This is an optimization exercise on Yosys and OpenROAD, whose aim is small area, a short achievable clock period and few clock cycles per item, not a production implementation. RTL that was checked went through simulation tests only; none was proved equivalent to the original. The RTL of run 3 was laid out without a check of its function. No activity file was given, so power comes from the tool's default toggle rates.

<file path="flow/design.v">
package tthf_pkg;
    localparam int RUN_COUNT_MAX = 255;
    localparam int RUN_W         = 8;
    localparam int SWC_W         = 8;
    localparam int POS_W  = 16;
    localparam int ID_W   = 16;
    localparam int THR_W  = 16;
    localparam int MAG_W  = POS_W;               
    localparam int ACC_W  = 2 * MAG_W + 2;       
    localparam int ROOT_W = ACC_W / 2;
    localparam int REM_W  = ROOT_W + 2;
    localparam logic [1:0] CFG_FAST_SWITCH = 2'd0;
    localparam logic [1:0] CFG_SLOW_SWITCH = 2'd1;
    localparam logic [1:0] CFG_STABLE_THR  = 2'd2;
    localparam logic [SWC_W-1:0] FAST_SWITCH_RST = 8'd2;
    localparam logic [SWC_W-1:0] SLOW_SWITCH_RST = 8'd4;
    localparam logic [THR_W-1:0] STABLE_THR_RST  = 16'd100;
    localparam logic [1:0] MODE_NONE   = 2'd0;
    localparam logic [1:0] MODE_SINGLE = 2'd1;
    localparam logic [1:0] MODE_MULTI  = 2'd2;
endpackage
import tthf_pkg::*;
module target_track_hysteresis_filter
(
    input  logic                    i_clk,
    input  logic                    i_rst_n,
    input  logic                    i_in_valid,
    output logic                    o_in_ready,
    input  logic                    i_box_present,
    input  logic [ID_W-1:0]         i_box_id,
    input  logic signed [POS_W-1:0] i_pos_x,
    input  logic signed [POS_W-1:0] i_pos_y,
    input  logic signed [POS_W-1:0] i_pos_z,
    input  logic                    i_frame_last,
    output logic                    o_out_valid,
    input  logic                    i_out_ready,
    output logic [1:0]              o_target_mode,
    output logic [ID_W-1:0]         o_target_id,
    output logic signed [POS_W-1:0] o_target_x,
    output logic signed [POS_W-1:0] o_target_y,
    output logic signed [POS_W-1:0] o_target_z,
    output logic                    o_position_stable,
    input  logic                    i_cfg_valid,
    output logic                    o_cfg_ready,
    input  logic [1:0]              i_cfg_index,
    input  logic [THR_W-1:0]        i_cfg_data
);
    localparam logic [1:0] PH_SQ   = 2'd0;
    localparam logic [1:0] PH_COR  = 2'd1;
    localparam logic [1:0] PH_ROOT = 2'd2;
    localparam logic [1:0] PH_DONE = 2'd3;
    localparam int TW = 22;
    logic [SWC_W-1:0]    r_fast;
    logic [SWC_W-1:0]    r_slow;
    logic [THR_W-1:0]    r_thr;
    logic [1:0]          r_mode, n_mode;
    logic [RUN_W-1:0]    r_run, n_run;
    logic [1:0]          r_rkind;
    logic [ID_W-1:0]     r_trk_id;
    logic [3*POS_W-1:0]  r_e0, r_e1;
    logic [1:0]          r_fill;               
    logic [ID_W-1:0]     r_cand_id;
    logic [3*POS_W-1:0]  r_cand_pos;
    logic [2:0][MAG_W-1:0] r_cm, r_co;         
    logic [2:0]          r_cms, r_cos;         
    logic [2:0]          r_gm, r_go;           
    logic [1:0]          r_cnt;                
    logic                r_prev;               
    logic                r_pend;               
    logic                r_ov;
    logic                r_stable;
    logic                r_busy;
    logic                r_rf;                 
    logic [1:0]          r_ph;
    logic                r_half;               
    logic [4:0]          r_idx;
    logic [ACC_W:0]      r_s;                  
    logic [REM_W-1:0]    r_r;
    logic [ROOT_W-1:0]   r_q;
    logic [ROOT_W-1:0]   r_k;                  
    logic w_commit_ok, w_commit, w_acc, w_take;
    assign w_take      = r_ov && i_out_ready;
    assign w_commit_ok = (!r_ov || i_out_ready) && !r_busy && !r_rf;
    assign w_commit    = r_pend && w_commit_ok;
    assign o_in_ready  = !r_busy && !r_rf && (!r_pend || !r_ov || i_out_ready);
    assign w_acc       = i_in_valid && o_in_ready;
    assign o_cfg_ready = 1'b1;
    logic [ID_W-1:0]     w_base_trk;
    logic [1:0]          w_base_cnt;
    logic                w_base_prev;
    logic                w_take_item, w_match;
    logic [3*POS_W-1:0]  w_h0, w_h1;           
    logic [3*POS_W-1:0]  w_in_pos;
    logic [2:0][MAG_W-1:0] w_im, w_io;
    logic [2:0]          w_ims, w_ios;
    assign w_base_trk  = (r_pend && r_cnt != 2'd0) ? r_cand_id : r_trk_id;
    assign w_base_cnt  = r_pend ? 2'd0 : r_cnt;
    assign w_base_prev = r_pend ? 1'b0 : r_prev;
    assign w_match     = (i_box_id == w_base_trk);
    assign w_take_item = i_box_present && !w_base_prev &&
                         (w_match || w_base_cnt == 2'd0 || i_box_id < r_cand_id);
    assign w_h0        = (r_pend && !r_rf) ? r_cand_pos : r_e0;
    assign w_h1        = (r_pend && !r_rf) ? r_e0 : r_e1;
    assign w_in_pos    = r_rf ? r_cand_pos : {i_pos_x, i_pos_y, i_pos_z};
    always_comb begin
        for (int k = 0; k < 3; k++) begin
            logic [POS_W:0] dm, dn;
            dm = {w_in_pos[k*POS_W + POS_W-1], w_in_pos[k*POS_W +: POS_W]} -
                 {w_h0[k*POS_W + POS_W-1], w_h0[k*POS_W +: POS_W]};
            dn = {w_in_pos[k*POS_W + POS_W-1], w_in_pos[k*POS_W +: POS_W]} -
                 {w_h1[k*POS_W + POS_W-1], w_h1[k*POS_W +: POS_W]};
            w_ims[k] = dm[POS_W];
            w_im[k]  = dm[POS_W-1:0] ^ {POS_W{dm[POS_W]}};
            w_ios[k] = dn[POS_W];
            w_io[k]  = dn[POS_W-1:0] ^ {POS_W{dn[POS_W]}};
        end
    end
    logic [2:0]          w_igm, w_igo;         
    assign w_igm = {w_im[1] >= w_im[2], w_im[0] >= w_im[2], w_im[0] >= w_im[1]};
    assign w_igo = {w_io[1] >= w_io[2], w_io[0] >= w_io[2], w_io[0] >= w_io[1]};
    function automatic logic [2*TW-1:0] csa(input logic [TW-1:0] a, input logic [TW-1:0] b,
                                            input logic [TW-1:0] c);
        logic [TW-1:0] cy;
        cy  = (a & b) | (a & c) | (b & c);
        csa = {cy[TW-2:0], 1'b0, a ^ b ^ c};
    endfunction
    logic [MAG_W-1:0]    w_mxm, w_mxo;         
    logic [THR_W:0]      w_c;                  
    logic                w_full, w_zero, w_sure0, w_sure1, w_amb;
    always_comb begin
        w_mxm = (r_gm[0] && r_gm[1]) ? r_cm[0] : ((!r_gm[0] && r_gm[2]) ? r_cm[1] : r_cm[2]);
        w_mxo = (r_go[0] && r_go[1]) ? r_co[0] : ((!r_go[0] && r_go[2]) ? r_co[1] : r_co[2]);
    end
    logic [TW-1:0] w_p0, w_p1, w_p2, w_p3, w_p4, w_p5, w_pp, w_pq;
    logic [TW-1:0] w_sv, w_nc, w_nc2;
    logic [TW-1:0] w_u0, w_u1, w_u2, w_u3, w_u4, w_u5, w_u6, w_u7;
    logic [TW-1:0] w_l0, w_l1, w_m0, w_m1;
    logic [TW-1:0] w_sum0, w_sum1, w_sum2;
    assign w_c   = {r_thr, 1'b0};
    assign w_nc  = ~(TW'(w_c));                           
    assign w_nc2 = ~(TW'({w_c, 1'b0}));                   
    assign {w_p1, w_p0} = csa(TW'(r_cm[0]), TW'(r_cm[1]), TW'(r_cm[2]));
    assign {w_p3, w_p2} = csa(TW'(r_co[0]), TW'(r_co[1]), TW'(r_co[2]));
    assign {w_p5, w_p4} = csa(w_p0, w_p1, w_p2);
    assign {w_pq, w_pp} = csa(w_p4, w_p5, w_p3);
    assign w_sv  = TW'(r_cms[0]) + TW'(r_cms[1]) + TW'(r_cms[2]) + TW'(r_cos[0]) +
                   TW'(r_cos[1]) + TW'(r_cos[2]) + TW'(3);
    assign {w_u1, w_u0} = csa(w_pp, w_pq, TW'(w_mxm));
    assign {w_u3, w_u2} = csa(TW'(w_mxo), w_nc2, w_sv);
    assign {w_u5, w_u4} = csa(w_u0, w_u1, w_u2);
    assign {w_u7, w_u6} = csa(w_u4, w_u5, w_u3);
    assign {w_l1, w_l0} = csa(w_pp, w_pq, w_nc2 - TW'(3));
    assign {w_m1, w_m0} = csa(TW'(w_mxm), TW'(w_mxo), w_nc);
    assign w_sum0 = w_m0 + w_m1 + TW'(1);
    assign w_sum1 = w_l0 + w_l1;
    assign w_sum2 = w_u6 + w_u7;
    assign w_full  = (r_fill == 2'd2);
    assign w_zero  = !(|{r_cm, r_co, r_cms, r_cos});
    assign w_sure0 = !w_full || w_zero || !w_sum0[TW-1] || !w_sum1[TW-1];
    assign w_sure1 = w_sum2[TW-1];
    assign w_amb   = !w_sure0 && !w_sure1;
    logic [4:0]          w_cmsb;
    always_comb begin
        w_cmsb = '0;
        for (int b = 0; b <= THR_W; b++) begin
            if (w_c[b]) w_cmsb = 5'(b);
        end
    end
    logic [ACC_W:0]      w_s_n;
    logic [REM_W-1:0]    w_r_n;
    logic [ROOT_W-1:0]   w_q_n;
    always_comb begin
        logic [MAG_W:0]   op0, op1, op2, opk;
        logic [MAG_W:0]   x0, x1, x2;
        logic [ACC_W:0]   base;
        x0 = {1'b0, r_co[0]};
        x1 = {1'b0, r_co[1]};
        x2 = {1'b0, r_co[2]};
        if (r_ph == PH_COR) begin
            op0  = r_cos[0] ? {r_co[0], 1'b1} : '0;
            op1  = r_cos[1] ? {r_co[1], 1'b1} : '0;
            op2  = r_cos[2] ? {r_co[2], 1'b1} : '0;
            opk  = '0;
            base = r_s;
        end else begin
            op0  = x0[r_idx] ? x0 : '0;
            op1  = x1[r_idx] ? x1 : '0;
            op2  = x2[r_idx] ? x2 : '0;
            opk  = (r_half && r_k[r_idx]) ? r_k : '0;
            base = {r_s[ACC_W-1:0], 1'b0};
        end
        w_s_n = base + (ACC_W+1)'(op0) + (ACC_W+1)'(op1) + (ACC_W+1)'(op2) - (ACC_W+1)'(opk);
    end
    always_comb begin
        logic [1:0]       pr;
        logic [REM_W+2:0] d;
        pr = 2'(r_s >> {r_idx, 1'b0});
        d  = {1'b0, r_r, pr} - {2'b00, r_q, 2'b01};
        if (!d[REM_W+2]) begin
            w_r_n = REM_W'(d);
            w_q_n = {r_q[ROOT_W-2:0], 1'b1};
        end else begin
            w_r_n = {r_r[REM_W-3:0], pr};
            w_q_n = {r_q[ROOT_W-2:0], 1'b0};
        end
    end
    logic [ROOT_W+1:0]   w_k;                  
    logic                w_kle0, w_fin;
    assign w_k    = {1'b0, w_c} - {2'b00, r_q};
    assign w_kle0 = w_k[ROOT_W+1] || (w_k == '0);
    assign w_fin  = r_busy && (r_ph == PH_DONE) && (r_half || w_kle0);
    always_comb begin
        logic ge_fast, ge_slow, z_fast, z_slow;
        logic none_s, single_f, single_s, multi_f, multi_s;
        if (r_rkind != r_cnt) begin
            n_run = 8'd1;
        end else begin
            n_run = (r_run == 8'(RUN_COUNT_MAX)) ? r_run : r_run + 1'b1;
        end
        ge_fast  = (n_run >= r_fast);
        ge_slow  = (n_run >= r_slow);
        z_fast   = (r_fast == '0);
        z_slow   = (r_slow == '0);
        none_s   = (r_cnt == 2'd0) ? ge_slow : z_slow;
        single_f = (r_cnt == 2'd1) ? ge_fast : z_fast;
        single_s = (r_cnt == 2'd1) ? ge_slow : z_slow;
        multi_f  = (r_cnt == 2'd2) ? ge_fast : z_fast;
        multi_s  = (r_cnt == 2'd2) ? ge_slow : z_slow;
        n_mode = r_mode;
        case (r_mode)
            MODE_NONE: begin
                if (single_f)     n_mode = MODE_SINGLE;
                else if (multi_f) n_mode = MODE_MULTI;
            end
            MODE_SINGLE: begin
                if (none_s)       n_mode = MODE_NONE;
                else if (multi_s) n_mode = MODE_MULTI;
            end
            default: begin
                if (single_s)     n_mode = MODE_SINGLE;
                else if (none_s)  n_mode = MODE_NONE;
            end
        endcase
    end
    always_ff @(posedge i_clk) begin
        if (!i_rst_n) begin
            r_fast       <= FAST_SWITCH_RST;
            r_slow       <= SLOW_SWITCH_RST;
            r_thr        <= STABLE_THR_RST;
            r_mode       <= MODE_NONE;
            r_run        <= '0;
            r_trk_id     <= '0;
            r_e0         <= '0;
            r_cand_pos   <= '0;
            r_fill       <= '0;
            r_cnt        <= '0;
            r_prev       <= 1'b0;
            r_pend       <= 1'b0;
            r_ov         <= 1'b0;
            r_busy       <= 1'b0;
            r_rf         <= 1'b0;
        end else begin
            if (i_cfg_valid) begin
                case (i_cfg_index)
                    CFG_FAST_SWITCH: r_fast <= i_cfg_data[SWC_W-1:0];
                    CFG_SLOW_SWITCH: r_slow <= i_cfg_data[SWC_W-1:0];
                    CFG_STABLE_THR:  r_thr  <= i_cfg_data;
                    default: ;
                endcase
            end
            if (w_take) r_ov <= 1'b0;
            if (w_commit) begin
                r_mode       <= n_mode;
                r_run        <= n_run;
                r_rkind      <= r_cnt;
                if (r_cnt != 2'd0) begin
                    r_trk_id <= r_cand_id;
                    r_e0     <= r_cand_pos;
                end
                r_fill <= (r_fill == 2'd2) ? 2'd2 : r_fill + 2'd1;
                r_pend <= 1'b0;
                r_cnt  <= 2'd0;
                r_prev <= 1'b0;
                if (!w_amb) begin
                    r_cm  <= '0;
                    r_cms <= '0;
                    r_gm  <= 3'b111;
                end
                if (w_amb) begin
                    r_busy <= 1'b1;
                end else begin
                    r_ov <= 1'b1;
                end
            end
            if (w_acc && w_take_item) begin
                r_cand_pos <= w_in_pos;
                if (!(w_commit && w_amb)) begin
                    r_cm  <= w_im;
                    r_cms <= w_ims;
                    r_gm  <= w_igm;
                end
            end
            if (r_rf) begin
                r_cm  <= w_im;
                r_cms <= w_ims;
                r_gm  <= w_igm;
            end
            r_rf <= w_fin;
            if (w_acc) begin
                if (i_box_present) begin
                    r_cnt <= (w_base_cnt == 2'd2) ? 2'd2 : w_base_cnt + 2'd1;
                    if (w_take_item && w_match) r_prev <= 1'b1;
                end
                if (i_frame_last) r_pend <= 1'b1;
            end
            if (w_fin) begin
                r_busy <= 1'b0;
                r_ov   <= 1'b1;
            end
        end
    end
    always_ff @(posedge i_clk) begin
        if (w_commit) begin
            r_e1     <= r_e0;
            if (!w_amb) begin
                r_co  <= r_cm;
                r_cos <= r_cms;
                r_go  <= r_gm;
            end
            r_stable <= !w_sure0;
            r_ph     <= PH_SQ;
            r_half   <= 1'b0;
            r_idx    <= w_cmsb;
            r_s      <= '0;
        end
        if (w_acc && w_take_item) begin
            r_cand_id <= i_box_id;
            if (!(w_commit && w_amb)) begin
                r_co  <= w_io;
                r_cos <= w_ios;
                r_go  <= w_igo;
            end
        end
        if (r_rf) begin
            r_co  <= w_io;
            r_cos <= w_ios;
            r_go  <= w_igo;
        end
        if (r_busy) begin
            case (r_ph)
                PH_SQ: begin
                    r_s <= w_s_n;
                    if (r_idx == 5'd0) r_ph <= PH_COR;
                    else r_idx <= r_idx - 5'd1;
                end
                PH_COR: begin
                    r_s   <= w_s_n;
                    r_ph  <= r_half ? PH_DONE : PH_ROOT;
                    r_idx <= w_cmsb + 5'd1;       
                    r_r   <= '0;
                    r_q   <= '0;
                end
                PH_ROOT: begin
                    r_r <= w_r_n;
                    r_q <= w_q_n;
                    if (r_idx == 5'd0) begin
                        r_ph <= PH_DONE;
                    end else begin
                        r_idx <= r_idx - 5'd1;
                    end
                end
                default: begin
                    if (r_half) begin
                        r_stable <= r_s[ACC_W];
                    end else if (w_kle0) begin
                        r_stable <= 1'b0;
                    end else begin
                        r_ph   <= PH_SQ;
                        r_half <= 1'b1;
                        r_idx  <= w_cmsb;
                        r_s    <= '0;
                        r_k    <= w_k[ROOT_W-1:0];
                        r_co   <= r_cm;
                        r_cos  <= r_cms;
                    end
                end
            endcase
        end
    end
    assign o_out_valid       = r_ov;
    assign o_target_mode     = r_mode;
    assign o_target_id       = r_trk_id;
    assign o_target_x        = r_e0[3*POS_W-1:2*POS_W];
    assign o_target_y        = r_e0[2*POS_W-1:POS_W];
    assign o_target_z        = r_e0[POS_W-1:0];
    assign o_position_stable = r_stable;
endmodule
</file>
<file path="flow/run.sh">
#!/bin/bash
# synth_recipe.tcl (not shown) runs the flow's synth.tcl, then flattens the netlist and writes it again
# the make line also repeats each setting of config.mk as NAME=value (left out here)
make -C /OpenROAD-flow-scripts/flow DESIGN_CONFIG=/design/flow/config.mk WORK_HOME=/design/flow/orfs CLKGATE_MAP_FILE= SYNTH_SCRIPT=/design/flow/synth_recipe.tcl finish
</file>
<file path="flow/config.mk">
export PLATFORM = sky130hd
export DESIGN_NAME = target_track_hysteresis_filter
export DESIGN_NICKNAME = target_track_hysteresis_filter
export VERILOG_FILES = /design/flow/design.v
export SDC_FILE = /design/flow/constraint.sdc
export NUM_CORES = 4
export LEC_CHECK = 0
export CAP_MARGIN = 20
export CORE_MARGIN = 2
export CORE_UTILIZATION = 50
export SETUP_SLACK_MARGIN = 1.5
export SLEW_MARGIN = 20
</file>
<file path="flow/constraint.sdc">
create_clock -name core_clock -period 8.0 [get_ports {i_clk}]
set_input_delay 1.6000 -clock core_clock [delete_from_list [all_inputs] [get_ports {i_clk}]]
set_output_delay 1.6000 -clock core_clock [all_outputs]
set_load 0.01 [all_outputs]
</file>
==> results of run 1 <==
## logic make-up after synthesis
| logic type | count (synthesis) |
|---|---|
| compound gates | 947 |
| xor+xnor | 244 |
| fa+ha+maj | 610 |
| buf+inv | 537 |
| flops | 434 |
| mux | 298 |
| other cells | 1 |
| simple gates | 1042 |
## registers in the layout, summed over array words and instances (netlist names), 16 cells and up
register,flops
r_q,17
r_s,35
r_k,17
r_thr,16
r_r,19
r_co,48
r_cm,48
r_e0,48
r_trk_id,16
r_cand_id,16
r_cand_pos,48
r_e1,48
## power groups by stage
stage               combinational, W  sequential, W  clock [W]
floorplan                     0.0108        0.00270          0
global placement              0.0144        0.00287          0
detailed placement            0.0147        0.00287          0
CTS                           0.0150        0.00282    0.00251
global route                  0.0176        0.00285    0.00259
finish                        0.0156        0.00286    0.00247
## final cells by class
class	instances	area, sq um	share of cell area
inverters	357	1340	0.0295
multi-input cells	3144	27300	0.600
repair buffers	321	3380	0.0742
flip-flops and latches	434	10400	0.229
diodes	4	10.0	0.000220
clock buffers	76	1510	0.0331
well taps	1040	1300	0.0286
clock inverters	23	254	0.00558
## per-stage QoR
step           std cells  setup WS, ns  total power [W]
6_report            5399          1.39           0.0209
5_1_grt             5395          1.24           0.0231
4_1_cts             5343          1.48           0.0204
3_5_place_dp        5205         0.307           0.0175
3_3_place_gp        5205         0.425           0.0173
2_1_floorplan       4113          1.49           0.0135
## metal layers
metal	track usage	wire [microns]
met4	0.149	7670
met2	0.482	56400
met3	0.0450	10100
met1	0.400	52400
met5	0	0
## tightest hold or removal path, stage by stage (launching register included)
cell	delay (ns)
sky130_fd_sc_hd__dfxtp_1	0.31
sky130_fd_sc_hd__nand2_1	0.05
sky130_fd_sc_hd__a21boi_0	0.06
## path summary, 6_finish.rpt
kind	from	endpoint	slack [ns]
setup reg to reg	r_cm[19]$_DFFE_PP_	r_co[42]$_DFF_P_	1.39
hold reg to reg	r_fill[0]$_SDFFE_PN0P_	r_fill[0]$_SDFFE_PN0P_	0.47
hold / removal	r_fill[0]$_SDFFE_PN0P_	r_fill[0]$_SDFFE_PN0P_	0.47
setup / recovery	r_cm[19]$_DFFE_PP_	r_co[42]$_DFF_P_	1.39
## what timing repair did
action	4_1_cts	5_1_grt
pin swaps	18	44
resized for setup	69	151
setup buffers	34	36
hold buffers	0	0
setup endpoints to repair	122	117
gates cloned	5	16
## Yosys cell counts (all sizes together), types with 55 or more instances
cell and instances:
nand2 383, xnor2 189, nand3 80, ha 408, dfxtp 261, nor2 153, buf 70, mux2i 186
o21ai 170, inv 357, nor2b 101, fa 201, mux2 87, a21o 94, clkbuf 110, edfxtp 173
a22o 90, xor2 55, a21boi 95, a21oi 195
==> results.txt, run 1 <==
For this run, the detailed router's first-pass iteration total came to 9. A synthesized cell averages 9.51 sq um. The tools report the critical path data arrival time as 7.19 ns. The most used flip-flop cell after synthesis is sky130_fd_sc_hd__dfxtp_1. For this design, the slowest cell found on the critical path is sky130_fd_sc_hd__fa_1.

The number of cells on the worst reg-to-reg path is 25. The count of nets after finishing is 5010. Using the TritonRoute via totals, the vias-per-cell ratio works out to 6.01. Across the routed clock network, the largest skew measured is 0.0283 ns.

The detailed router finished its first iteration with 2818 violations. The fraction of final layout cells sized beyond drive strength 1 came out at 0.127. The analysis attributes to cell leakage a power of 19.5 nW.

The starting density of the core was 0.505. The critical path buffer and inverter count is 8, and the share of the yosys chip area belonging to registers is 0.267. Summed over all layers, the global routing overflow is 0.

CTS saw 434 sinks. The headroom to the max-slew limit came out at 0.150. The tightest hold path in the finished design has a slack of 0.473 ns. The run gives 0.745 as the logic gate share of total power.

The sort of element at the end of the critical path is a flop. Clock tree root driver cell: sky130_fd_sc_hd__clkbuf_16. Counting flops with a built-in enable in the synthesized netlist gives 173. The netlist area before placement is 39100 sq um, and the number of warnings printed during yosys synthesis is 1.

The switching part of the total came out at 0.481. The first global-routing pass estimated 189 mm of wire. The critical path runs through a total of 25 cells. The clock passes through at most 3 buffers. The main combinational cell family by area after synthesis was adder cells.

Average detailed-routed wire length per instance: 23.4 microns. The logs give 32457 for the vias after detailed routing and 0.118 for the clock share of power. The flip-flop and latch count after synthesis was 434.

The worst setup path is of the flop to flop kind. Counting the buffers created by CTS gives 54. STA puts the critical path data required time at 8.58 ns. Pin placement for this block handled 159 I/O pins. The area growth from synthesis to layout is 16.5%.

The tools report the worst-case vdd ir drop as 0.656 mV. At the end of routability-driven placement, the weighted congestion stood at 0.958. The share of synthesized area spent on multiplexers is 0.0874, and the die height is 284 microns. The H-tree generated during clock tree synthesis spans 2 levels. Counting distinct cell types in the post-synthesis netlist gives 110.

The fraction of synthesis flops using an asynchronous set or reset pin was 0. The logs give 45600 sq um for the post-route cell area and 0 for the remaining design rule violation count. The count of endpoints failing hold in the final timing report is 0. Setup repair after global routing could not meet its margin everywhere. The cell class contributing the biggest share of worst-path delay was adder cells. Summing all placed instances gives a cell area of 41900 sq um. The ratio of total power to cell area works out to 459 nW/um^2. The total net switching power was 0.0101 W. In this run the worst hold path is classified as flop to flop.

The maximum frequency from static timing analysis came out at 0.151 GHz. The filler cells instantiated in the layout total 6788. The HPWL reported at the end of detailed placement is 92.2 mm, and the global router's overall resource usage is 0.302. Number of global-route vias before repair: 31466. Counting stages on the worst path, the most repeated cell is sky130_fd_sc_hd__fa_1. Clock latency on the worst-skew pair, taken at its later pin, is 0.65 ns.

Counting instances, the worst hold path has a depth of 2. The logs give 0 for the remaining antenna violation count after routing and 134 for the pin count of the biggest net entering global routing. The most frequent standard cell in the layout excluding fill and tap cells was sky130_fd_sc_hd__ha_1. The compound-gate portion of the synthesized area was 0.171. Fraction of the core area covered by cells at the end of the flow: 0.588. After synthesis, the cell types taking the most area are sky130_fd_sc_hd__dfxtp_1 13%, sky130_fd_sc_hd__edfxtp_1 13%, sky130_fd_sc_hd__ha_1 13%.

The cell type contributing the most total cell area after synthesis is sky130_fd_sc_hd__dfxtp_1. In this run the standard cell core region covers 77500 sq um. The run gives 4113 as the number of instances in the synthesized netlist. The share of the synthesized area in the top cell type was 0.134. Along the worst path, the maximum fanout reaches 8. The total wire length after detailed routing came out at 127 mm. The run finished with no timing, DRC or antenna violations.

Final critical-path required period: 6.61 ns. The logs give 0 for the total count of max-transition violations in the final report and 4811 for the synthesized netlist net count. For the initial antenna violation count, the log shows 2. The library cells used most frequently in the layout, excluding fill and tap cells, are 404 x sky130_fd_sc_hd__ha_1, 379 x sky130_fd_sc_hd__nand2_1, 352 x sky130_fd_sc_hd__inv_1, 248 x sky130_fd_sc_hd__dfxtp_1, 191 x sky130_fd_sc_hd__fa_1. Setup violations remaining at the end of the flow were counted as 0. The cell-internal power was 0.0109 W. The count of maximum capacitance violations is 0, and the transition time of the tightest slew-check pin is 1.27 ns.

After clock tree synthesis, the clock-pin slew on the worst setup and hold paths is 0.07 ns. TritonCTS built the clock tree. Simple logic cell fraction of the synthesized area: 0.132. The adder-cell share of the synthesized area is 0.234, and the die area is 80500 sq um. The initialized floorplan defines 102 standard-cell rows.

The post-route setup TNS was 0 ns; the maximum single-stage delay on the critical path was 0.56 ns. The post-route clock period utilization works out to 0.826. The sequential fraction of design power came out at 0.137.

During placement, the flow inserted port buffers numbering 157. The xor and xnor fraction of the mapped netlist area came out at 0.0547. In this run the horizontal extent of the chip is 284 microns.

The kind of start point of the critical path is a flop.
Testbench counts, summed over its fixed seeds: cycles 8,621, frames 3,200.
==> run 2, diff against run 1 <==
--- a/flow/config.mk
+++ b/flow/config.mk
@@ -5,8 +5,8 @@
 export SDC_FILE = /design/flow/constraint.sdc
 export NUM_CORES = 4
 export LEC_CHECK = 0
-export CAP_MARGIN = 20
+export CAP_MARGIN = 10
 export CORE_MARGIN = 2
 export CORE_UTILIZATION = 50
-export SETUP_SLACK_MARGIN = 1.5
-export SLEW_MARGIN = 20
+export SETUP_SLACK_MARGIN = 2.5
+export SLEW_MARGIN = 10
==> results.txt, run 2 <==
For the final database, setup skew stands at 0.0526 ns. Setup repair after global routing could not meet its margin everywhere. The fraction of final layout cells sized beyond drive strength 1 works out to 0.186. The floorplan step set the die width to 284 microns. For the worst setup path, the data required time is 8.56 ns. The die covers 80500 sq um.

For this run, the leading register cell type out of synthesis is sky130_fd_sc_hd__dfxtp_1. The clock buffer count from CTS came out at 54. The maximum fanout along the worst path came out at 8.

Before antenna repair, the detailed router went through 5 iterations. In this run, synthesis produced a sequential element count of 434. The clock-pin slew reported for the worst setup and hold paths after clock tree synthesis is 0.07 ns. CTS built an H-tree with a depth of 2. The most frequent standard cell in the layout excluding fill and tap cells is sky130_fd_sc_hd__ha_1. The synthesis-to-finish area growth was 23.1%; the count of pins on the block boundary was 159.

Routability-driven placement finished with a final weighted congestion of 0.954. The number of instances in the synthesized netlist was 4113. The startpoint identified for the worst register-to-register timing path is r_cm[10]$_DFFE_PP_. The startpoint of the worst setup timing path is r_cm[10]$_DFFE_PP_. For the number of warnings printed during yosys synthesis, the log shows 1.

The critical path goes through fa_1, inv_1, fa_1, fa_1, fa_1, fa_1, inv_1, fa_1, ha_4, a21oi_2, nand2_1, a311o_1, a21oi_2, o21ai_1, nand3_2, o22a_4, nor2_4, buf_12, buf_6, buf_6, buf_16, or3_1, o221a_4. The critical path in this run is classified as flop to flop. The filler cell count is 6570, and the post-route clock period utilization is 0.795. For the post-route worst hold slack, the log shows 0.471 ns.

The worst setup path is captured at a flop. The starting density of the core is 0.505. Counting stages on the worst path, the most repeated cell is sky130_fd_sc_hd__fa_1. Placed cell area: 42700 sq um. Dividing the detail-routed via count by the number of cells gives 5.93.

The fraction of synthesis flops using an asynchronous set or reset pin is 0, and the placeable core region is 77500 sq um. The average detailed-routed wire length per instance came out at 23.1 microns. Cell type contributing the most total cell area after synthesis: sky130_fd_sc_hd__dfxtp_1. The count of endpoints failing hold in the final timing report is 0, and the worst setup slack after placement is 0.880 ns. The largest single stage delay on the critical path is 0.57 ns. TritonCTS built the clock tree. The die height came out at 284 microns. The tools report the total wire length after detailed routing as 127 mm. The clock tree root driver cell is sky130_fd_sc_hd__clkbuf_16.

For this design the static power due to leakage is 20.5 nW. For the total of endpoints with negative setup slack in the final report, the log shows 0. The share of the synthesized area in the top cell type works out to 0.134. The first global-routing pass estimated 195 mm of wire.

The critical path data arrival time is 6.92 ns, and the critical path buffer and inverter count is 6. In the routed design, unresolved DRC markers number 0. The headroom to the max-slew limit was 0.206. On the critical path, the stage with the largest delay is an instance of sky130_fd_sc_hd__fa_1. The tools report the global router's overall resource usage as 0.311. The logs give 32616 for the vias after detailed routing and 0 for the count of maximum capacitance violations. In the post-synthesis netlist, the cell with the most instances is sky130_fd_sc_hd__ha_1. The post-route setup TNS is 0 ns. The tools report the maximum frequency from static timing analysis as 0.157 GHz. The clock net in this run drives a total of 434 sinks. In the post-synthesis netlist, the biggest area contributors are sky130_fd_sc_hd__dfxtp_1 13%, sky130_fd_sc_hd__edfxtp_1 13%, sky130_fd_sc_hd__ha_1 13%. The commonest cells after synthesis are 408 x sky130_fd_sc_hd__ha_1, 382 x sky130_fd_sc_hd__nand2_1, 355 x sky130_fd_sc_hd__inv_1.

Entering global routing, the biggest net connects 81 pins. The library cells used most frequently in the layout, excluding fill and tap cells, are 381 x sky130_fd_sc_hd__ha_1, 363 x sky130_fd_sc_hd__nand2_1, 344 x sky130_fd_sc_hd__inv_1, 250 x sky130_fd_sc_hd__dfxtp_1. The run finished with no timing, DRC or antenna violations. For this block, the initial DRC count from the detailed router was 2511.

For this design the ratio of total power to cell area is 486 nW/um^2. Among cell families on the critical path, the largest total delay comes from adder cells. The startpoint identified for the worst hold timing path is r_fill[0]$_SDFFE_PN0P_.

The final critical-path required period works out to 6.36 ns. The total count of max-transition violations in the final report came out at 0. For the pin with the worst max-slew slack, the measured transition is 1.18 ns. In this run the mean area of a mapped cell was 9.51 sq um.

The count of nets left with antenna violations once routing finished came out at 0. Summed over all layers, the global routing overflow is 0. The share of the yosys chip area belonging to registers is 0.267. The tools report the number of global-route vias before repair as 32431.

The synthesized design contains 173 enable-type register cells. Initial antenna violation count: 1. The number of cell rows was 102; the buffer depth of the longest clock path was 3. The repair_antennas step left the layout with diodes totalling 0. Once layout is done, the placed cells without fillers occupy 48100 sq um.

Detailed placement finished with a half-perimeter wire length of 91.6 mm. The tightest min-delay check is of the flop to flop type. The synthesized netlist net count was 4811; the hold buffer count at cts was 0.

In the final design database the tool counted 5113 nets. The worst-case vdd ir drop is 0.507 mV. The worst setup path is launched from a flop. The final critical-path setup slack is 1.64 ns, and the clock latency of the later-clocked register in the worst-skew pair is 0.66 ns.

The number of different library cells in the post-synthesis netlist is 110, and the number of input and output port buffers inserted is 157. Summing every instance area after synthesis gives 39100 sq um.
run 2: per-layer routing:
layer | vias to the layer above | global-route usage | wire length [microns]
li1 | 15349 | - | -
met1 | 15742 | 0.401 | 53100
met2 | 1148 | 0.507 | 57900
met3 | 377 | 0.0464 | 8240
met4 | 0 | 0.158 | 7720
met5 | - | 0 | 0
run 2: power by group:
| group | switching [W] | total, W | internal (W) |
|---|---|---|---|
| clock | 0.00110 | 0.00258 | 0.00149 |
| sequential | 0.000260 | 0.00274 | 0.00248 |
| combinational | 0.00938 | 0.0181 | 0.00870 |
| total | 0.0107 | 0.0234 | 0.0127 |
run 2: worst register-to-register path: stages (launching register included):
cell	delay (ns)
sky130_fd_sc_hd__edfxtp_1	0.52
sky130_fd_sc_hd__fa_1	0.57
sky130_fd_sc_hd__inv_1	0.05
sky130_fd_sc_hd__fa_1	0.46
sky130_fd_sc_hd__fa_1	0.54
sky130_fd_sc_hd__fa_1	0.54
sky130_fd_sc_hd__fa_1	0.50
sky130_fd_sc_hd__inv_1	0.05
sky130_fd_sc_hd__fa_1	0.55
sky130_fd_sc_hd__ha_4	0.22
sky130_fd_sc_hd__a21oi_2	0.17
sky130_fd_sc_hd__nand2_1	0.08
sky130_fd_sc_hd__a311o_1	0.37
sky130_fd_sc_hd__a21oi_2	0.17
sky130_fd_sc_hd__o21ai_1	0.08
sky130_fd_sc_hd__nand3_2	0.14
sky130_fd_sc_hd__o22a_4	0.20
sky130_fd_sc_hd__nor2_4	0.05
sky130_fd_sc_hd__buf_12	0.15
sky130_fd_sc_hd__buf_6	0.11
sky130_fd_sc_hd__buf_6	0.12
sky130_fd_sc_hd__buf_16	0.15
sky130_fd_sc_hd__or3_1	0.36
sky130_fd_sc_hd__o221a_4	0.12
run 2: final timing paths:
| kind | depth (start not counted) | slack [ns] | to |
|---|---|---|---|
| hold / removal | 2 | 0.47 | r_fill[0]$_SDFFE_PN0P_ |
| setup / recovery | 23 | 1.64 | r_co[14]$_DFF_P_ |
| hold reg to reg | 2 | 0.47 | r_fill[0]$_SDFFE_PN0P_ |
| setup reg to reg | 23 | 1.64 | r_co[14]$_DFF_P_ |
run 2: area by class of cell:
type,count,area [sq um],area share
Clock buffer,71,1500,0.0311
Clock inverter,31,365,0.00759
Inverter,357,1340,0.0279
Multi-Input combinational cell,3145,28600,0.594
Sequential cell,434,10400,0.217
Tap cell,1040,1300,0.0270
Timing Repair Buffer,423,4620,0.0960
run 2: kinds of logic after synthesis:
| kind of cell | Yosys count | synth area share |
|---|---|---|
| xor gates and xnor gates | 244 | 0.0547 |
| adders and majority gates | 610 | 0.234 |
| muxes | 298 | 0.0874 |
| buffers and inverters | 537 | 0.0549 |
| and+or+nand+nor | 1042 | 0.132 |
| other | 1 | 0.0000959 |
| AOI/OAI and AO/OA | 947 | 0.171 |
| DFF | 434 | 0.267 |
run 2: metrics by stage:
stage / instances / util / power (W)
2_1_floorplan: 4113 / - / 0.0141
3_3_place_gp: 5220 / 0.551 / 0.0174
3_5_place_dp: 5220 / 0.551 / 0.0175
4_1_cts: 5465 / 0.610 / 0.0220
5_1_grt: 5501 / 0.622 / 0.0257
6_report: 5501 / 0.622 / 0.0234
run 2: what timing repair did:
item,CTS,global route
setup endpoints to repair,138,135
resized for setup,246,113
setup buffers,119,33
pin swaps,119,69
cloned,24,3
==> run 3, diff against run 2 <==
--- a/flow/design.v
+++ b/flow/design.v
@@ -133,7 +133,7 @@
     end
     logic [TW-1:0] w_p0, w_p1, w_p2, w_p3, w_p4, w_p5, w_pp, w_pq;
     logic [TW-1:0] w_sv, w_nc, w_nc2;
-    logic [TW-1:0] w_u0, w_u1, w_u2, w_u3, w_u4, w_u5, w_u6, w_u7;
+    logic [TW-1:0] w_u0, w_u1, w_u2, w_u3, w_u4, w_u5, w_u6, w_u7, w_u8, w_u9;
     logic [TW-1:0] w_l0, w_l1, w_m0, w_m1;
     logic [TW-1:0] w_sum0, w_sum1, w_sum2;
     assign w_c   = {r_thr, 1'b0};
@@ -145,10 +145,11 @@
     assign {w_pq, w_pp} = csa(w_p4, w_p5, w_p3);
     assign w_sv  = TW'(r_cms[0]) + TW'(r_cms[1]) + TW'(r_cms[2]) + TW'(r_cos[0]) +
                    TW'(r_cos[1]) + TW'(r_cos[2]) + TW'(3);
-    assign {w_u1, w_u0} = csa(w_pp, w_pq, TW'(w_mxm));
-    assign {w_u3, w_u2} = csa(TW'(w_mxo), w_nc2, w_sv);
-    assign {w_u5, w_u4} = csa(w_u0, w_u1, w_u2);
-    assign {w_u7, w_u6} = csa(w_u4, w_u5, w_u3);
+    assign {w_u1, w_u0} = csa(w_p3, w_nc2, w_sv);
+    assign {w_u3, w_u2} = csa(w_p4, w_p5, w_u0);
+    assign {w_u5, w_u4} = csa(w_u1, TW'(w_mxm), TW'(w_mxo));
+    assign {w_u9, w_u8} = csa(w_u2, w_u3, w_u4);
+    assign {w_u7, w_u6} = csa(w_u8, w_u9, w_u5);
     assign {w_l1, w_l0} = csa(w_pp, w_pq, w_nc2 - TW'(3));
     assign {w_m1, w_m0} = csa(TW'(w_mxm), TW'(w_mxo), w_nc);
     assign w_sum0 = w_m0 + w_m1 + TW'(1);
--- a/flow/config.mk
+++ b/flow/config.mk
@@ -5,8 +5,8 @@
 export SDC_FILE = /design/flow/constraint.sdc
 export NUM_CORES = 4
 export LEC_CHECK = 0
-export CAP_MARGIN = 10
+export CAP_MARGIN = 20
 export CORE_MARGIN = 2
-export CORE_UTILIZATION = 50
-export SETUP_SLACK_MARGIN = 2.5
-export SLEW_MARGIN = 10
+export CORE_UTILIZATION = 55
+export SETUP_SLACK_MARGIN = 3.5
+export SLEW_MARGIN = 20
==> results.txt, run 3 <==
The H-tree depth is 2, and the post-route clock period utilization is 0.837. The tools report the initial DRC count as 2719. The core region is 71100 sq um.

The floorplan has 98 rows. The HPWL after detailed placement is 89.1 mm. The wire length of the first global-routing pass was 190 mm; the clock buffer count from CTS was 54.

The synthesized netlist net count was 4862; the global router's overall resource usage was 0.332. The number of enable-type register cells in the synthesized netlist was 173; the post-route setup TNS was 0 ns. The path class of the tightest hold or removal check is flop to flop.

For this design the static power due to leakage is 20.9 nW. The tools report the total number of clock tree sinks as 434. Most frequent standard cell in the layout excluding fill and tap cells: sky130_fd_sc_hd__ha_1.

Compared with the post-synthesis result, the final layout area differs by 22.3%. Share of the synthesized area in the top cell type: 0.133. The buffer depth of the longest clock path is 3. The share of synthesized area spent on multiplexers works out to 0.103. The count of maximum capacitance violations is 0, and the ratio of total power to cell area is 469 nW/um^2. At the worst endpoint, the arrival time is 7.29 ns.

Hold buffer count at cts: 0. Die height: 271 microns. The clock latency of the later-clocked register in the worst-skew pair came out at 0.65 ns. For the worst-case vdd ir drop, the log shows 0.717 mV. Sort of element at the end of the critical path: a flop. 159 I/O pins were placed. The largest single stage delay on the critical path is 0.54 ns. Once routing completed, OpenROAD measured the worst setup slack at 1.30 ns. Headroom to the max-slew limit: 0.321. The initial antenna violation count is 2. The required time of the critical path came out at 8.59 ns. After detailed routing, the number of remaining DRC violations is 0. Yosys instantiated no cell more often than sky130_fd_sc_hd__ha_1. The compound-gate portion of the synthesized area is 0.158. The main combinational cell family by area after synthesis is adder cells. The fraction of final layout cells sized beyond drive strength 1 is 0.177, and the flip-flop and latch count after synthesis is 434.

The vias after detailed routing came out at 32722. Timing would allow up to 0.149 GHz. By area the synthesized netlist is led by sky130_fd_sc_hd__dfxtp_1 13%, sky130_fd_sc_hd__edfxtp_1 13%, sky130_fd_sc_hd__ha_1 13%.

CTS placed an instance of sky130_fd_sc_hd__clkbuf_16 at the clock tree root. The most used flip-flop cell after synthesis is sky130_fd_sc_hd__dfxtp_1. Number of input and output port buffers inserted: 157. The xor and xnor fraction of the mapped netlist area was 0.0545; the per-instance average area after synthesis was 9.47 sq um. At the placement stage, the worst setup path has a slack of 0.620 ns.

Setup repair after global routing could not meet its margin everywhere. Average detailed-routed wire length per instance: 23.1 microns. The worst setup path is launched from a flop. The tools report the number of global-route vias before repair as 32038.

Including well taps, the total number of placed cells is 5152. Entering global routing, the biggest net connects 168 pins. The logs give 0.265 for the share of the yosys chip area belonging to registers and 0 for the overflow left after global routing. TritonCTS built the clock tree. Wires add up to 125 mm. The die covers 73600 sq um. Setup violations remaining at the end of the flow were counted as 0. Filler cell count: 5729. Leaving out fill and tap cells, the most frequent cells in the layout are 387 x sky130_fd_sc_hd__ha_1, 367 x sky130_fd_sc_hd__inv_1, 350 x sky130_fd_sc_hd__nand2_1, 250 x sky130_fd_sc_hd__dfxtp_1, 224 x sky130_fd_sc_hd__mux2i_1. Before antenna repair, the detailed router went through 6 iterations.

The critical path is of the flop to flop type. The netlist area before placement was 39300 sq um; the starting density of the core was 0.553. For the number of instances in the synthesized netlist, the log shows 4149.

In this design, the critical path's most frequently occurring cell is sky130_fd_sc_hd__fa_2. Remaining antenna violation count after routing: 0. The final critical-path required period is 6.70 ns, and the number of vias per cell is 6.01. The floorplan step set the die width to 271 microns. The commonest cells after synthesis are 407 x sky130_fd_sc_hd__ha_1, 381 x sky130_fd_sc_hd__inv_1, 376 x sky130_fd_sc_hd__nand2_1. Clock-pin slew was measured on the worst setup and hold paths at 0.07 ns. The flow ran to the end and the layout has no timing, DRC or antenna violations. The count of nets after finishing came out at 5160. The slowest stage of the critical path belongs to the cell sky130_fd_sc_hd__fa_2. Cell type contributing the most total cell area after synthesis: sky130_fd_sc_hd__dfxtp_1. The maximum fanout along the worst path was 4.

In this run, distinct cell masters in the synthesized netlist total 88. The count of non-filler cells in the finished layout is 5443. The fraction of synthesis flops using an asynchronous set or reset pin is 0, and the total count of max-transition violations in the final report is 0. The adder-cell share of the synthesized area works out to 0.240. The number of warnings printed during yosys synthesis was 1; the last weighted congestion value of the routability-driven placer was 0.972.

Between clock sinks in the finished design, the worst skew comes to 0.0247 ns. Simple logic cell fraction of the synthesized area: 0.124. The count of endpoints failing hold in the final timing report was 0.

The transition time of the tightest slew-check pin was 1.01 ns.
## run 3: area by class of cell
type                       count  area, sq um  area share
antenna                        1         2.50   0.0000520
clock inverter                29          263     0.00546
timing repair buffer         410         4690      0.0975
inverter                     385         1450      0.0302
multi-input combinational   3162        28500       0.593
sequential                   434        10400       0.217
tap                          950         1190      0.0247
clock buffer                  72         1550      0.0323
## run 3: critical path: cells and delay by family (launching register included)
family,cells,cell delay (ns)
buf+inv,7,0.83
xor+xnor,1,0.15
compound gates,9,1.49
fa+ha+maj,9,3.56
flops,1,0.40
simple gates,1,0.21
## run 3: kinds of logic (layout without fill, tap and decap cells)
kind of cell / count (synthesis) / after routing
AOI/OAI and AO/OA: 911 / 913
muxes: 356 / 356
other: 1 / 2
adders and majority gates: 625 / 625
buffers and inverters: 559 / 896
DFF: 434 / 434
and+or+nand+nor: 1020 / 1024
xor gates and xnor gates: 243 / 243
## run 3: final timing paths
path	slack, ns	depth (start not counted)	start	to
max	1.30	27	r_cms[0]$_DFFE_PP_	r_co[43]$_DFF_P_
min	0.47	2	r_fill[0]$_SDFFE_PN0P_	r_fill[0]$_SDFFE_PN0P_
max reg2reg	1.30	27	r_cms[0]$_DFFE_PP_	r_co[43]$_DFF_P_
min reg2reg	0.47	2	r_fill[0]$_SDFFE_PN0P_	r_fill[0]$_SDFFE_PN0P_
## run 3: per-layer routing
layer  up-vias  part of all wire  track usage
li1      15326                 -            -
met1     15759              0.41        0.429
met2      1238              0.46        0.540
met3       397             0.068       0.0500
met4         2             0.065        0.175
met5         -          0.000072            0
## run 3: timing repair
action	CTS	global route
cloned	31	8
endpoints found under the setup margin	222	201
pin swaps	89	123
gates resized for setup	177	157
buffers inserted	95	55
## run 3: power by group
group | internal, W | switching (W)
logic | 0.00826 | 0.00893
clock network | 0.00144 | 0.00109
registers | 0.00248 | 0.000366
total | 0.0122 | 0.0104
## run 3: metrics by stage
| stage | hold WS [ns] | util | area (sq um) | power [W] |
|---|---|---|---|---|
| 5_1_grt | 0.509 | 0.676 | 48100 | 0.0246 |
| 4_1_cts | 0.471 | 0.658 | 46800 | 0.0209 |
| 6_report | 0.471 | 0.676 | 48100 | 0.0226 |
| 2_1_floorplan | 0.406 | - | 40400 | 0.0127 |
| 3_3_place_gp | 0.455 | 0.600 | 42600 | 0.0159 |
| 3_5_place_dp | 0.462 | 0.600 | 42600 | 0.0161 |

separate check: timing with driven ports:
How much do the figures lean on ideal ports? The routed layouts below were timed once more, with nothing changed but the port constraints.
Step 1 sets driving cells, clkbuf_16 on the clock port and buf_2 on the other inputs (assumed; they add their load-dependent delay and slew).
Step 2, shift: input delay + t, output delay - t, t = (earliest + latest rising clock arrival at the registers) / 2. This alone moves slack from input paths to output paths.
Three values: no drivers, after step 1, after step 2; two values: the first two.
run | t, ns | setup slack, ns | worst data-port slew with drivers (ns)
run 1 | 0.710 | 1.394 / 1.394 / 0.962 | 0.06
run 2 | 0.701 | 1.640 / 1.640 / 1.098 | 0.06
run 3 | 0.709 | 1.302 / 1.302 / 0.725 | 0.07
After both steps setup and hold are still met in every run listed. The setup slack of run 3, which loses most, moves by 0.000 ns with the drivers and by -0.577 ns with both steps.
